Background: an optimization exercise with open tools, aiming at small area, a short achievable clock period and few clock cycles. Do not read the settings as production practice. RTL that was checked went through simulation tests only; none was proved equivalent to the original.

job 3910:
==> flow/design.v (excerpt) <==
module complex_divider
(
  input  logic             clk,
  input  logic             rst_n,
  input  logic             in_valid,
  output logic             in_ready,
  input  logic [NUM_W-1:0] num_real,
  input  logic [NUM_W-1:0] num_imag,
  input  logic [DEN_W-1:0] den_real,
  input  logic [DEN_W-1:0] den_imag,
  output logic             out_valid,
  input  logic             out_ready,
  output logic [NUM_W-1:0] quo_real,
  output logic [NUM_W-1:0] quo_imag,
  output logic             div_zero,
  output logic             sat
);
Size in the first run: ~7300 cells after synthesis, about 1000 flip-flops, roughly 88 I/O pins, ~80000 sq um of cells after synthesis.
Settings: LEC_CHECK=0, CAP_MARGIN=20, CORE_MARGIN=2, CORE_UTILIZATION=65, SETUP_SLACK_MARGIN=5, SLEW_MARGIN=20; clock period 9.0 ns.
run.sh (not shown) runs the stock make flow with config.mk's settings and CLKGATE_MAP_FILE= SYNTH_SCRIPT=/design/flow/synth_recipe.tcl, a recipe that flattens the netlist after the stock synthesis.
Inputs modified between job 3910 and job 5601:
--- a/flow/design.v
+++ b/flow/design.v
@@ -2123,33 +2123,33 @@
       dc1 <= dc_c;
     end
   end
   logic [24:0] p_c, q_c;
   logic [15:0] d_c;
   assign p_c  = ps1 + pc1;
   assign q_c  = qs1 + qc1;
-  logic [16:0] d3_c;
-  assign d_c  = ds1 + dc1;
-  assign d3_c = {d_c, 1'b0} + 17'(d_c);
+  logic [10:0] d3s_c;
+  assign d_c   = ds1 + dc1;
+  assign d3s_c = {1'b0, d_c[8:0], 1'b0} + 11'(d_c[8:0]);
   logic        v2, sp2, sq2;
   logic [23:0] pa2, qa2;
   logic [15:0] d2;
-  logic [16:0] d32;
+  logic [10:0] d3s2;
   always_ff @(posedge clk or negedge rst_n) begin
     if (!rst_n)   v2 <= 1'b0;
     else if (adv) v2 <= v1;
   end
   always_ff @(posedge clk) begin
     if (adv) begin
       sp2 <= p_c[24];
       sq2 <= q_c[24];
       pa2 <= p_c[24] ? 24'(-p_c) : p_c[23:0];
       qa2 <= q_c[24] ? 24'(-q_c) : q_c[23:0];
-      d2  <= d_c;
-      d32 <= d3_c;
+      d2   <= d_c;
+      d3s2 <= d3s_c;
     end
   end
   logic [8:0][15:0] rr0, rr1;
   logic [8:0][15:0] zz0, zz1;
   logic [8:0]       sg0, sg1, ov0, ov1, vv;
   logic [8:0][15:0] dd;
   logic [8:0][16:0] dd3;
@@ -2158,15 +2158,15 @@
   assign zz0[0] = pa2[15:0];
   assign zz1[0] = qa2[15:0];
   assign sg0[0] = sp2;
   assign sg1[0] = sq2;
   assign ov0[0] = {8'd0, pa2[23:16]} >= d2;
   assign ov1[0] = {8'd0, qa2[23:16]} >= d2;
   assign dd[0]  = d2;
-  assign dd3[0] = d32;
+  assign dd3[0] = (d2[15:9] == 7'd0) ? 17'(d3s2) : 17'h1FFFF;
   assign vv[0]  = v2;
   function automatic logic [17:0] sub18(input logic [17:0] a,
                                         input logic [17:0] b);
     logic [17:0] g, p, gg, pp, gn, pn;
     g  = a & ~b;
     p  = ~(a ^ b);
     gg = g;
@@ -2236,15 +2236,15 @@
           zq0 <= m0;
           zq1 <= m1;
           sq0 <= sg0[k];
           sq1 <= sg1[k];
           oq0 <= ov0[k];
           oq1 <= ov1[k];
           dq  <= dd[k];
-          d3q <= dd3[k];
+          d3q <= (k == 0) ? {dd[k], 1'b0} + 17'(dd[k]) : dd3[k];
         end
       end
       assign rr0[k+1] = 16'(rq0);
       assign rr1[k+1] = 16'(rq1);
       assign zz0[k+1] = zq0;
       assign zz1[k+1] = zq1;
       assign sg0[k+1] = sq0;
==> run summary <==
- Job 5601: full flow OK, the timing, design-rule and antenna checks passed
- Sort job 3910 and job 5601 by count of flip-flops with a built-in enable after synthesis, descending, and job 3910 comes first.
- As far as average vias per placed instance is concerned, job 5601 and job 3910 perform about the same.
- Looking at synthesized cell count, job 5601 sits below job 3910.
- Sort job 3910 and job 5601 by core utilization of the finished layout asc -> top: job 5601
- The share of cell area taken by flip-flops and latches was comparable across job 3910 and job 5601.
- NOTE met1 wire length job 3910->job 5601 increased slightly
- Comparing job 3910 and job 5601, final worst-path setup slack is higher on job 5601.
Testbench counts of job 5601, summed over its fixed seeds: cycles 2,488.
For job 3910, only the layout was checked, not whether the RTL still works.

static timing again, ports no longer ideal:
Ports are ideal in the flow. The routed layouts listed here were re-timed in OpenROAD.
Step 1 sets driving cells, clkbuf_16 on the clock port and buf_2 on the other inputs (assumed; they add their load-dependent delay and slew).
Step 2, shift: input delay + t, output delay - t, t = (earliest + latest rising clock arrival at the registers) / 2. This alone moves slack from input paths to output paths.
Slacks: ideal ports / drivers / drivers and shift; pairs: ideal ports / drivers.
| run | t, ns | slack for setup (ns) | slew at the worst register clock pin (ns) |
|---|---|---|---|
| job 3910 | 0.796 | 5.066 / 5.066 / 5.066 | 0.07 / 0.07 |
| job 5601 | 0.792 | 5.084 / 5.084 / 5.084 | 0.07 / 0.07 |
After both steps setup and hold are still met in every run listed.
